Source: an optimization exercise on an open RTL-to-GDS flow (aim: small area). Production flows keep margins and buffers that such runs may drop. At most, simulation tests tie the RTL to the original design; equivalence was not proved. No activity file was given, so power comes from the tool's default toggle rates.

Design pcap_multi_capture, start of the top module:
module pcap_multi_capture #(
    parameter int NCHAN = 4,
    parameter int DW    = 32,
    parameter int ACC_W = 64
) (
    input  logic                  clk_i,
    input  logic                  reset_i,
    input  logic                  arm_i,
    input  logic                  disarm_i,
    input  logic [1:0]            capture_edge_i,
    input  logic [5:0]            shift_sum_i,
    input  logic [2*NCHAN-1:0]    chan_mode_i,
    input  logic                  enable_i,
    input  logic                  gate_i,
    input  logic                  capture_i,
    input  logic [NCHAN*DW-1:0]   posbus_i,
    output logic [DW-1:0]         dat_o,
    output logic                  dat_valid_o,
    input  logic                  dat_ready_i,
    output logic                  actv_o,
    output logic                  done_o,
    output logic [1:0]            status_o,
    output logic [1:0]            health_o
);
Size: ~4300 cells after synthesis, about 670 flip-flops, about 190 I/O pins, about 0.037 sq mm of cells after synthesis.
Settings: LEC_CHECK=0, ABC_AREA=1, CAP_MARGIN=10, CORE_MARGIN=2, CORE_UTILIZATION=40, CTS_BUF_LIST=sky130_fd_sc_hd__clkbuf_4 sky130_fd_sc_hd__clkbuf_8, SLEW_MARGIN=10; clock period 10.0 ns.
standard.sh (not shown) runs the stock make flow with config.mk's settings and CLKGATE_MAP_FILE= SYNTH_SCRIPT=/design/flow/synth_recipe.tcl, a recipe that flattens the netlist after the stock synthesis.
==> flow/flow/run.sh <==
#!/bin/bash
set -e
export BUFFER_PORTS_ARGS="-buffer_cell sky130_fd_sc_hd__buf_1"
export CTS_ARGS="-sink_clustering_enable -repair_clock_nets -dont_use_dummy_load -sink_clustering_size 14 -sink_clustering_max_diameter 80 -buf_list {sky130_fd_sc_hd__clkbuf_4 sky130_fd_sc_hd__clkbuf_8}"
bash standard.sh > flow_run.log 2>&1
Then changed:
--- a/flow/design.v
+++ b/flow/design.v
@@ -75,49 +75,49 @@
     always_comb begin
         for (int n = 0; n < NCHAN; n++) begin
             logic [1:0]       mode;
             logic             use_acc, use_ref, use_smp;
             logic [ACC_W-1:0] a, b;
             logic [DW-1:0]    smp;
-            logic             c32, sb, ao;
+            logic             c32, sb, ao, az;
             mode    = chan_mode_i[2*n +: 2];
             smp     = posbus_i[n*DW +: DW];
             use_ref = cap_s & (mode == 2'd1);
             use_acc = ~zf_q & ~(cap_s & (mode != 2'd2));
             use_smp = gate_i | (cap_s & (mode != 2'd2));
             a[DW-1:0]     = use_acc ? acc_q[n][DW-1:0] : (use_ref ? ~prev_q[n] : '0);
             a[ACC_W-1:DW] = zf_q ? '0 : acc_q[n][ACC_W-1:DW];
             b             = use_smp ? {{(ACC_W-DW){smp[DW-1]}}, smp} : '0;
-            begin
-                logic [DW-1:0] g, p, gg, pp, cc;
-                for (int i = 0; i < DW; i++) begin
-                    g[i] = a[i] & b[i];
-                    p[i] = a[i] ^ b[i];
-                end
-                g[0] = g[0] | (p[0] & use_ref);
-                gg = g;
-                pp = p;
-                for (int l = 1; l < DW; l = l * 2)
-                    for (int i = 2*l - 1; i < DW; i += 2*l) begin
-                        gg[i] = gg[i] | (pp[i] & gg[i - l]);
-                        pp[i] = pp[i] & pp[i - l];
+            c32 = use_ref;
+            for (int j = 0; j < DW / 8; j++) begin
+                logic co, t;
+                co = (j == 0) ? use_ref : 1'b0;
+                for (int i = 8*j; i < 8*j + 8; i++) begin
+                    sum_s[n][i] = a[i] ^ b[i] ^ co;
+                    co          = (a[i] & b[i]) | (a[i] & co) | (b[i] & co);
+                end
+                if (j == 0) begin
+                    c32 = co;
+                end else begin
+                    t = 1'b1;
+                    for (int i = 8*j; i < 8*j + 8; i++) begin
+                        logic s0;
+                        s0          = sum_s[n][i];
+                        sum_s[n][i] = s0 ^ (c32 & t);
+                        t           = t & s0;
                     end
-                for (int l = DW / 4; l >= 1; l = l / 2)
-                    for (int i = 3*l - 1; i < DW; i += 2*l) begin
-                        gg[i] = gg[i] | (pp[i] & gg[i - l]);
-                        pp[i] = pp[i] & pp[i - l];
-                    end
-                sum_s[n][0] = p[0] ^ use_ref;
-                for (int i = 1; i < DW; i++) sum_s[n][i] = p[i] ^ gg[i-1];
-                c32 = gg[DW-1];
+                    c32 = co | (c32 & t);
+                end
             end
             sb  = b[DW-1];
             ao  = 1'b1;
+            az  = 1'b1;
             for (int i = DW; i < ACC_W; i++) begin
-                sum_s[n][i] = a[i] ^ ((c32 ^ sb) & ao);
-                ao = ao & (a[i] ^ sb);
+                sum_s[n][i] = a[i] ^ ((c32 ^ sb) & (sb ? az : ao));
+                ao = ao & a[i];
+                az = az & ~a[i];
             end
         end
     end
     always_comb begin
         state_d      = state_q;
         dat_valid_d  = dat_valid_q;
The changed run finished clean.
Flip-flop and latch count is unchanged.
Critical path depth went up by 24.
Clock power is about the same.
Worst setup slack degrades by 1200 ps.
Wire length went down by 3.0%.
Worst hold slack improves by 19 ps.
Cell area went down by about 0.8%.
Function not checked in the first run of this note: the RTL went through the layout flow alone.

* * *

pcap_multi_capture, a different RTL version from the one above (not shown whole).
Size in the first run: about 3400 cells after synthesis, roughly 190 I/O pins.
## pcap_multi_capture
module pcap_multi_capture #(
    parameter int NCHAN = 4,
    parameter int DW    = 32,
    parameter int ACC_W = 64
) (
    input  logic                  clk_i,
    input  logic                  reset_i,
    input  logic                  arm_i,
    input  logic                  disarm_i,
    input  logic [1:0]            capture_edge_i,
    input  logic [5:0]            shift_sum_i,
    input  logic [2*NCHAN-1:0]    chan_mode_i,
    input  logic                  enable_i,
    input  logic                  gate_i,
    input  logic                  capture_i,
    input  logic [NCHAN*DW-1:0]   posbus_i,
    output logic [DW-1:0]         dat_o,
    output logic                  dat_valid_o,
    input  logic                  dat_ready_i,
    output logic                  actv_o,
    output logic                  done_o,
    output logic [1:0]            status_o,
    output logic [1:0]            health_o
);
    localparam int            IW       = (NCHAN > 1) ? $clog2(NCHAN) : 1;
    localparam logic [IW-1:0] LAST_IDX = IW'(NCHAN - 1);
    localparam logic [1:0] ST_IDLE  = 2'd0;
    localparam logic [1:0] ST_ARMED = 2'd1;
    localparam logic [1:0] ST_RUN   = 2'd2;
    localparam logic [1:0] ST_DRAIN = 2'd3;
    logic [1:0]    state_q, state_d;
    logic          dat_valid_q, dat_valid_d;
    logic          actv_q, done_q, done_d;
    logic [1:0]    status_q, status_d, health_q, health_d;
    logic          enable_q, capture_q;
    logic [IW-1:0] idx_q;
    logic [1:0]    pend_q;
    logic          zf_q;                        
    logic [NCHAN-1:0][DW-1:0]    prev_q;
    logic [NCHAN-1:0][ACC_W-1:0] acc_q;
    logic [NCHAN-1:0][ACC_W-1:0] res_q;         
    logic [NCHAN-1:0]            res_sum_q;     
    logic [5:0]                  sh_q;          
    logic                    edge_s, run_s, cap_s, accept_s, last_s, frame_free_s, start_s, too_close_s;
    logic                    en_rise_s, en_fall_s, end_req_s;
    logic [1:0]              end_status_s;
    logic [NCHAN-1:0][ACC_W-1:0] sum_s;
    logic [NCHAN-1:0]        ovf_s;
    always_comb begin
        case (capture_edge_i)
            2'd1:    edge_s = ~capture_i & capture_q;
            2'd2:    edge_s = capture_i ^ capture_q;
  ...
clock: 10.0 ns
lec_check: 0
cap_margin: 20
core_margin: 2
core_utilization: 40
cts_buf_list: sky130_fd_sc_hd__clkbuf_4 sky130_fd_sc_hd__clkbuf_8
slew_margin: 40
run.sh (not shown) runs the stock make flow with config.mk's settings and CLKGATE_MAP_FILE= SYNTH_SCRIPT=/design/flow/synth_recipe.tcl, a recipe that flattens the netlist after the stock synthesis.
Stock flow here: none of the scripts above is used.
Rerun with:
--- a/flow/design.v
+++ b/flow/design.v
@@ -204,24 +204,43 @@
         acc_q <= sum_s;
         for (int n = 0; n < NCHAN; n++) begin
             if (~run_s | (start_s & (chan_mode_i[2*n +: 2] == 2'd1)))
                 prev_q[n] <= posbus_i[n*DW +: DW];
         end
         if (frame_free_s) begin
             res_q <= sum_s;
             sh_q  <= shift_sum_i;
             for (int n = 0; n < NCHAN; n++)
                 res_sum_q[n] <= (chan_mode_i[2*n +: 2] == 2'd2);
         end
     end
-    logic [ACC_W-1:0] out_res_s, out_sh_s;
+    logic [ACC_W-1:0] out_res_s;
+    logic [5:0]       out_sh_s;
+    logic [3:0]       d54, d32, d10;
+    logic [47:0]      st1_s;
+    logic [35:0]      st2_s;
+    logic [DW-1:0]    word_s;
     always_comb begin
         out_res_s = res_q[idx_q];
-        out_sh_s  = $signed(out_res_s) >>> (res_sum_q[idx_q] ? sh_q : 6'd0);
-    end
-    assign dat_o       = out_sh_s[DW-1:0];
+        out_sh_s  = res_sum_q[idx_q] ? sh_q : 6'd0;
+        d54 = 4'b0001 << out_sh_s[5:4];
+        d32 = 4'b0001 << out_sh_s[3:2];
+        d10 = 4'b0001 << out_sh_s[1:0];
+        for (int i = 0; i < 48; i++)
+            st1_s[i] = (d54[0] & out_res_s[i]) |
+                       (d54[1] & out_res_s[(i + 16 < ACC_W) ? i + 16 : ACC_W - 1]) |
+                       (d54[2] & out_res_s[(i + 32 < ACC_W) ? i + 32 : ACC_W - 1]) |
+                       (d54[3] & out_res_s[(i + 48 < ACC_W) ? i + 48 : ACC_W - 1]);
+        for (int i = 0; i < 36; i++)
+            st2_s[i] = (d32[0] & st1_s[i]) | (d32[1] & st1_s[i + 4]) |
+                       (d32[2] & st1_s[i + 8]) | (d32[3] & st1_s[(i + 12 < 48) ? i + 12 : 47]);
+        for (int i = 0; i < DW; i++)
+            word_s[i] = (d10[0] & st2_s[i]) | (d10[1] & st2_s[i + 1]) |
+                        (d10[2] & st2_s[i + 2]) | (d10[3] & st2_s[i + 3]);
+    end
+    assign dat_o       = word_s;
     assign dat_valid_o = dat_valid_q;
     assign actv_o      = actv_q;
     assign done_o      = done_q;
     assign status_o    = status_q;
     assign health_o    = health_s;
 endmodule
=>
- setup slack got worse by 0.094 ns
- final area came out higher slightly
- clock skew went down by 0.050 ns
- wire length rises by roughly a tenth
- register-to-register slack improves by 0.15 ns
- via count went up by a few percent
- total power went down slightly
Only the layout flow was run in the second run of this note; the RTL was not checked for function there.

* * *

north:
The RTL this note starts from:
==> flow/design.v <==
module pcap_multi_capture #(
    parameter int NCHAN = 4,
    parameter int DW    = 32,
    parameter int ACC_W = 64
) (
    input  logic                  clk_i,
    input  logic                  reset_i,
    input  logic                  arm_i,
    input  logic                  disarm_i,
    input  logic [1:0]            capture_edge_i,
    input  logic [5:0]            shift_sum_i,
    input  logic [2*NCHAN-1:0]    chan_mode_i,
    input  logic                  enable_i,
    input  logic                  gate_i,
    input  logic                  capture_i,
    input  logic [NCHAN*DW-1:0]   posbus_i,
    output logic [DW-1:0]         dat_o,
    output logic                  dat_valid_o,
    input  logic                  dat_ready_i,
    output logic                  actv_o,
    output logic                  done_o,
    output logic [1:0]            status_o,
    output logic [1:0]            health_o
);
    localparam int            IW       = (NCHAN > 1) ? $clog2(NCHAN) : 1;
    localparam logic [IW-1:0] LAST_IDX = IW'(NCHAN - 1);
    localparam logic [1:0] ST_IDLE  = 2'd0;
    localparam logic [1:0] ST_ARMED = 2'd1;
    localparam logic [1:0] ST_RUN   = 2'd2;
    localparam logic [1:0] ST_DRAIN = 2'd3;
    logic [1:0]    state_q, state_d;
    logic          dat_valid_q, dat_valid_d;
    logic          actv_q, done_q, done_d;
    logic [1:0]    status_q, status_d, health_q, health_d;
    logic          enable_q, capture_q;
    logic [IW-1:0] idx_q;
    logic [1:0]    pend_q;
    logic          zf_q;                        
    logic [NCHAN-1:0][DW-1:0]    prev_q;
    logic [NCHAN-1:0][ACC_W-1:0] acc_q;
    logic [NCHAN-1:0][ACC_W-1:0] res_q;         
    logic [NCHAN-1:0]            res_sum_q;     
    logic [5:0]                  sh_q;          
    logic                    edge_s, run_s, cap_s, accept_s, last_s, frame_free_s, start_s, too_close_s;
    logic                    en_rise_s, en_fall_s, end_req_s;
    logic [1:0]              end_status_s;
    logic [NCHAN-1:0][ACC_W-1:0] sum_s;
    logic [NCHAN-1:0]        ovf_s;
    always_comb begin
        case (capture_edge_i)
            2'd1:    edge_s = ~capture_i & capture_q;
            2'd2:    edge_s = capture_i ^ capture_q;
            default: edge_s = capture_i & ~capture_q;
        endcase
        run_s        = (state_q == ST_RUN);
        en_rise_s    = enable_i & ~enable_q;
        en_fall_s    = ~enable_i & enable_q;
        cap_s        = run_s & enable_i & edge_s & ~disarm_i;
        accept_s     = dat_valid_q & dat_ready_i;
        last_s       = (idx_q == LAST_IDX);
        frame_free_s = ~dat_valid_q | (accept_s & last_s);
        start_s      = cap_s & frame_free_s;
        too_close_s  = cap_s & ~frame_free_s;
    end
    logic [DW-1:0] keep_s;
    logic          chk_q;                       
    logic [1:0]    health_s;                    
    always_comb begin
        for (int i = 0; i < DW; i++) keep_s[i] = (5'(i) >= sh_q[4:0]);
        for (int n = 0; n < NCHAN; n++)
            ovf_s[n] = res_sum_q[n] & ~sh_q[5] &
                       (|((res_q[n][ACC_W-2:DW-1] ^ res_q[n][ACC_W-1:DW]) & keep_s));
        health_s = (chk_q & (|ovf_s) & (health_q != 2'd1)) ? 2'd2 : health_q;
    end
    always_comb begin
        for (int n = 0; n < NCHAN; n++) begin
            logic [1:0]       mode;
            logic             use_acc, use_ref, use_smp;
            logic [ACC_W-1:0] a, b;
            logic [DW-1:0]    smp;
            logic             c32, sb, ao, az;
            mode    = chan_mode_i[2*n +: 2];
            smp     = posbus_i[n*DW +: DW];
            use_ref = cap_s & (mode == 2'd1);
            use_acc = ~zf_q & ~(cap_s & (mode != 2'd2));
            use_smp = gate_i | (cap_s & (mode != 2'd2));
            a[DW-1:0]     = use_acc ? acc_q[n][DW-1:0] : (use_ref ? ~prev_q[n] : '0);
            a[ACC_W-1:DW] = zf_q ? '0 : acc_q[n][ACC_W-1:DW];
            b             = use_smp ? {{(ACC_W-DW){smp[DW-1]}}, smp} : '0;
            c32 = use_ref;
            for (int j = 0; j < DW / 4; j++) begin
                logic co, t;
                co = (j == 0) ? use_ref : 1'b0;
                for (int i = 4*j; i < 4*j + 4; i++) begin
                    sum_s[n][i] = a[i] ^ b[i] ^ co;
                    co          = (a[i] & b[i]) | (a[i] & co) | (b[i] & co);
                end
                if (j == 0) begin
                    c32 = co;
                end else begin
                    t = 1'b1;
                    for (int i = 4*j; i < 4*j + 4; i++) begin
                        logic s0;
                        s0          = sum_s[n][i];
                        sum_s[n][i] = s0 ^ (c32 & t);
                        t           = t & s0;
                    end
                    c32 = co | (c32 & t);
                end
            end
            sb  = b[DW-1];
            ao  = 1'b1;
            az  = 1'b1;
            for (int i = DW; i < ACC_W; i++) begin
                sum_s[n][i] = a[i] ^ ((c32 ^ sb) & (sb ? az : ao));
                ao = ao & a[i];
                az = az & ~a[i];
            end
        end
    end
    always_comb begin
        state_d      = state_q;
        dat_valid_d  = dat_valid_q;
        done_d       = 1'b0;
        status_d     = status_q;
        health_d     = health_s;
        end_req_s    = 1'b0;
        end_status_s = 2'd0;
        if (accept_s & last_s) dat_valid_d = 1'b0;
        if (start_s) begin
            dat_valid_d = 1'b1;
        end else if (too_close_s) begin
            health_d = 2'd1;
        end
        case (state_q)
            ST_IDLE: begin
                if (arm_i) begin
                    state_d  = ST_ARMED;
                    health_d = 2'd0;
                    status_d = 2'd0;
                end
            end
            ST_ARMED: begin
                if (disarm_i) begin
                    end_req_s    = 1'b1;
                    end_status_s = 2'd1;
                end else if (en_rise_s) begin
                    state_d = ST_RUN;
                end
            end
            ST_RUN: begin
                if (disarm_i) begin
                    end_req_s    = 1'b1;
                    end_status_s = 2'd1;
                end else if (too_close_s) begin
                    end_req_s    = 1'b1;
                    end_status_s = 2'd2;
                end else if (en_fall_s) begin
                    end_req_s    = 1'b1;
                    end_status_s = 2'd0;
                end
            end
            default: begin
                end_req_s    = 1'b1;
                end_status_s = pend_q;
            end
        endcase
        if (end_req_s) begin
            if (dat_valid_d) begin
                state_d = ST_DRAIN;
            end else begin
                state_d  = ST_IDLE;
                done_d   = 1'b1;
                status_d = end_status_s;
            end
        end
    end
    always_ff @(posedge clk_i or posedge reset_i) begin
        if (reset_i) begin
            state_q     <= ST_IDLE;
            dat_valid_q <= 1'b0;
            actv_q      <= 1'b0;
            done_q      <= 1'b0;
            status_q    <= 2'd0;
            health_q    <= 2'd0;
            chk_q       <= 1'b0;
        end else begin
            state_q     <= state_d;
            dat_valid_q <= dat_valid_d;
            actv_q      <= (state_d != ST_IDLE);
            done_q      <= done_d;
            status_q    <= status_d;
            health_q    <= health_d;
            chk_q       <= start_s;
        end
    end
    always_ff @(posedge clk_i) begin
        enable_q  <= enable_i;
        capture_q <= capture_i;
        zf_q      <= ~run_s | cap_s;
        if (end_req_s) pend_q <= end_status_s;
        if (start_s) idx_q <= '0;
        else if (accept_s) idx_q <= idx_q + 1'b1;
        acc_q <= sum_s;
        for (int n = 0; n < NCHAN; n++) begin
            if (~run_s | (start_s & (chan_mode_i[2*n +: 2] == 2'd1)))
                prev_q[n] <= posbus_i[n*DW +: DW];
        end
        if (frame_free_s) begin
            res_q <= sum_s;
            sh_q  <= shift_sum_i;
            for (int n = 0; n < NCHAN; n++)
                res_sum_q[n] <= (chan_mode_i[2*n +: 2] == 2'd2);
        end
    end
    logic [ACC_W-1:0] out_res_s;
    logic [5:0]       out_sh_s;
    logic [3:0]       d54, d32, d10;
    logic [47:0]      st1_s;
    logic [35:0]      st2_s;
    logic [DW-1:0]    word_s;
    always_comb begin
        out_res_s = res_q[idx_q];
        out_sh_s  = res_sum_q[idx_q] ? sh_q : 6'd0;
        d54 = 4'b0001 << out_sh_s[5:4];
        d32 = 4'b0001 << out_sh_s[3:2];
        d10 = 4'b0001 << out_sh_s[1:0];
        for (int i = 0; i < 48; i++)
            st1_s[i] = (d54[0] & out_res_s[i]) |
                       (d54[1] & out_res_s[(i + 16 < ACC_W) ? i + 16 : ACC_W - 1]) |
                       (d54[2] & out_res_s[(i + 32 < ACC_W) ? i + 32 : ACC_W - 1]) |
                       (d54[3] & out_res_s[(i + 48 < ACC_W) ? i + 48 : ACC_W - 1]);
        for (int i = 0; i < 36; i++)
            st2_s[i] = (d32[0] & st1_s[i]) | (d32[1] & st1_s[i + 4]) |
                       (d32[2] & st1_s[i + 8]) | (d32[3] & st1_s[(i + 12 < 48) ? i + 12 : 47]);
        for (int i = 0; i < DW; i++)
            word_s[i] = (d10[0] & st2_s[i]) | (d10[1] & st2_s[i + 1]) |
                        (d10[2] & st2_s[i + 2]) | (d10[3] & st2_s[i + 3]);
    end
    assign dat_o       = word_s;
    assign dat_valid_o = dat_valid_q;
    assign actv_o      = actv_q;
    assign done_o      = done_q;
    assign status_o    = status_q;
    assign health_o    = health_s;
endmodule
export LEC_CHECK = 0
export CAP_MARGIN = 20
export CORE_MARGIN = 2
export CORE_UTILIZATION = 40
export CTS_BUF_LIST = sky130_fd_sc_hd__clkbuf_4 sky130_fd_sc_hd__clkbuf_8
export SLEW_MARGIN = 40
create_clock -name core_clock -period 10.0 [get_ports {clk_i}]
standard.sh (not shown) runs the stock make flow with config.mk's settings and CLKGATE_MAP_FILE= SYNTH_SCRIPT=/design/flow/synth_recipe.tcl, a recipe that flattens the netlist after the stock synthesis.
==> flow/flow/run.sh <==
#!/bin/bash
set -e
export BUFFER_PORTS_ARGS="-buffer_cell sky130_fd_sc_hd__buf_1"
export CTS_ARGS="-sink_clustering_enable -repair_clock_nets -dont_use_dummy_load -buf_list {sky130_fd_sc_hd__clkbuf_4 sky130_fd_sc_hd__clkbuf_8}"
bash standard.sh > flow_run.log 2>&1
Modified inputs, south compared to north
--- a/flow/design.v
+++ b/flow/design.v
@@ -85,37 +85,37 @@
             use_acc = ~zf_q & ~(cap_s & (mode != 2'd2));
             use_smp = gate_i | (cap_s & (mode != 2'd2));
             a[DW-1:0]     = use_acc ? acc_q[n][DW-1:0] : (use_ref ? ~prev_q[n] : '0);
             a[ACC_W-1:DW] = zf_q ? '0 : acc_q[n][ACC_W-1:DW];
             b             = use_smp ? {{(ACC_W-DW){smp[DW-1]}}, smp} : '0;
             c32 = use_ref;
-            for (int j = 0; j < DW / 4; j++) begin
+            for (int j = 0; j < DW / 8; j++) begin
                 logic co, t;
                 co = (j == 0) ? use_ref : 1'b0;
-                for (int i = 4*j; i < 4*j + 4; i++) begin
+                for (int i = 8*j; i < 8*j + 8; i++) begin
                     sum_s[n][i] = a[i] ^ b[i] ^ co;
                     co          = (a[i] & b[i]) | (a[i] & co) | (b[i] & co);
                 end
                 if (j == 0) begin
                     c32 = co;
                 end else begin
                     t = 1'b1;
-                    for (int i = 4*j; i < 4*j + 4; i++) begin
+                    for (int i = 8*j; i < 8*j + 8; i++) begin
                         logic s0;
                         s0          = sum_s[n][i];
                         sum_s[n][i] = s0 ^ (c32 & t);
                         t           = t & s0;
                     end
                     c32 = co | (c32 & t);
                 end
             end
             sb  = b[DW-1];
             ao  = 1'b1;
             az  = 1'b1;
             for (int i = DW; i < ACC_W; i++) begin
-                sum_s[n][i] = a[i] ^ ((c32 ^ sb) & (sb ? az : ao));
+                sum_s[n][i] = a[i] ^ ((c32 & ~sb & ao) | (~c32 & sb & az));
                 ao = ao & a[i];
                 az = az & ~a[i];
             end
         end
     end
     always_comb begin
@@ -210,37 +210,18 @@
             res_q <= sum_s;
             sh_q  <= shift_sum_i;
             for (int n = 0; n < NCHAN; n++)
                 res_sum_q[n] <= (chan_mode_i[2*n +: 2] == 2'd2);
         end
     end
-    logic [ACC_W-1:0] out_res_s;
-    logic [5:0]       out_sh_s;
-    logic [3:0]       d54, d32, d10;
-    logic [47:0]      st1_s;
-    logic [35:0]      st2_s;
-    logic [DW-1:0]    word_s;
+    logic [ACC_W-1:0] out_res_s, out_sh_s;
     always_comb begin
         out_res_s = res_q[idx_q];
-        out_sh_s  = res_sum_q[idx_q] ? sh_q : 6'd0;
-        d54 = 4'b0001 << out_sh_s[5:4];
-        d32 = 4'b0001 << out_sh_s[3:2];
-        d10 = 4'b0001 << out_sh_s[1:0];
-        for (int i = 0; i < 48; i++)
-            st1_s[i] = (d54[0] & out_res_s[i]) |
-                       (d54[1] & out_res_s[(i + 16 < ACC_W) ? i + 16 : ACC_W - 1]) |
-                       (d54[2] & out_res_s[(i + 32 < ACC_W) ? i + 32 : ACC_W - 1]) |
-                       (d54[3] & out_res_s[(i + 48 < ACC_W) ? i + 48 : ACC_W - 1]);
-        for (int i = 0; i < 36; i++)
-            st2_s[i] = (d32[0] & st1_s[i]) | (d32[1] & st1_s[i + 4]) |
-                       (d32[2] & st1_s[i + 8]) | (d32[3] & st1_s[(i + 12 < 48) ? i + 12 : 47]);
-        for (int i = 0; i < DW; i++)
-            word_s[i] = (d10[0] & st2_s[i]) | (d10[1] & st2_s[i + 1]) |
-                        (d10[2] & st2_s[i + 2]) | (d10[3] & st2_s[i + 3]);
-    end
-    assign dat_o       = word_s;
+        out_sh_s  = $signed(out_res_s) >>> (res_sum_q[idx_q] ? sh_q : 6'd0);
+    end
+    assign dat_o       = out_sh_s[DW-1:0];
     assign dat_valid_o = dat_valid_q;
     assign actv_o      = actv_q;
     assign done_o      = done_q;
     assign status_o    = status_q;
     assign health_o    = health_s;
 endmodule
In the reports for north and south, the smaller buffering stage count on the worst path with inverters included belongs to north. Looking at capturing instance or port of the critical path, the res_q[45] result is from north; the res_q[107] one comes from south. Compared with north, final cell count without fillers in south decreased by a few percent. Per the comparison of south with north, hold slack increased by 4.2 ps relative to the old numbers, gate count of the mapped netlist went down 9.5%, total power moved up, initial antenna violation count now smaller. Diff north and south: proportion of cell area occupied by registers higher in south. Comparing north and south, the higher post-route worst setup slack was measured on north. Compared with north, in south utilization increased by 2.3 points relative to the old numbers, synthesized cell area -5.3%.
No functional check of the RTL was part of north.

==> what the ideal ports hide <==
The results above use ideal ports. As a check the final layouts listed here were re-extracted and re-timed, cells and wires unchanged. Step 1 sets driving cells, clkbuf_16 on the clock port and buf_2 on the other inputs (assumed; they add their load-dependent delay and slew). Step 2 times the ports against the registers' clock, not the clock port: input delays grow and output delays shrink by t, the midpoint of the rising clock arrivals with the driver on. Three values: no drivers, after step 1, after step 2; two values: the first two.
run | t (ns) | setup slack, ns | worst hold slack (ns) | worst data-port slew with drivers (ns) | pins driven straight from the clock port
the first run of note 1 | 0.738 | 2.587 / 2.521 / 2.166 | 0.493 / 0.493 / 0.493 | 0.14 | 1
the second run of note 1 | 0.756 | 1.380 / 1.417 / 0.660 | 0.512 / 0.512 / 0.512 | 0.15 | 1
the first run of note 2 | 0.813 | 0.377 / 0.411 / -0.402 | 0.514 / 0.514 / 0.514 | 0.15 | 1
the second run of note 2 | 0.826 | 0.283 / 0.327 / -0.499 | 0.533 / 0.533 / 0.533 | 0.06 | 1
north | 0.796 | 1.978 / 2.027 / 1.231 | 0.514 / 0.514 / 0.514 | 0.22 | 1
south | 0.800 | 0.439 / 0.477 / -0.323 | 0.518 / 0.518 / 0.518 | 0.13 | 1
Met with ideal ports but missed after step 2: setup timing in the first run of note 2, the second run of note 2 and south. The setup slack of the second run of note 2, which loses most, moves by +0.044 ns with the drivers and by -0.782 ns with both steps.
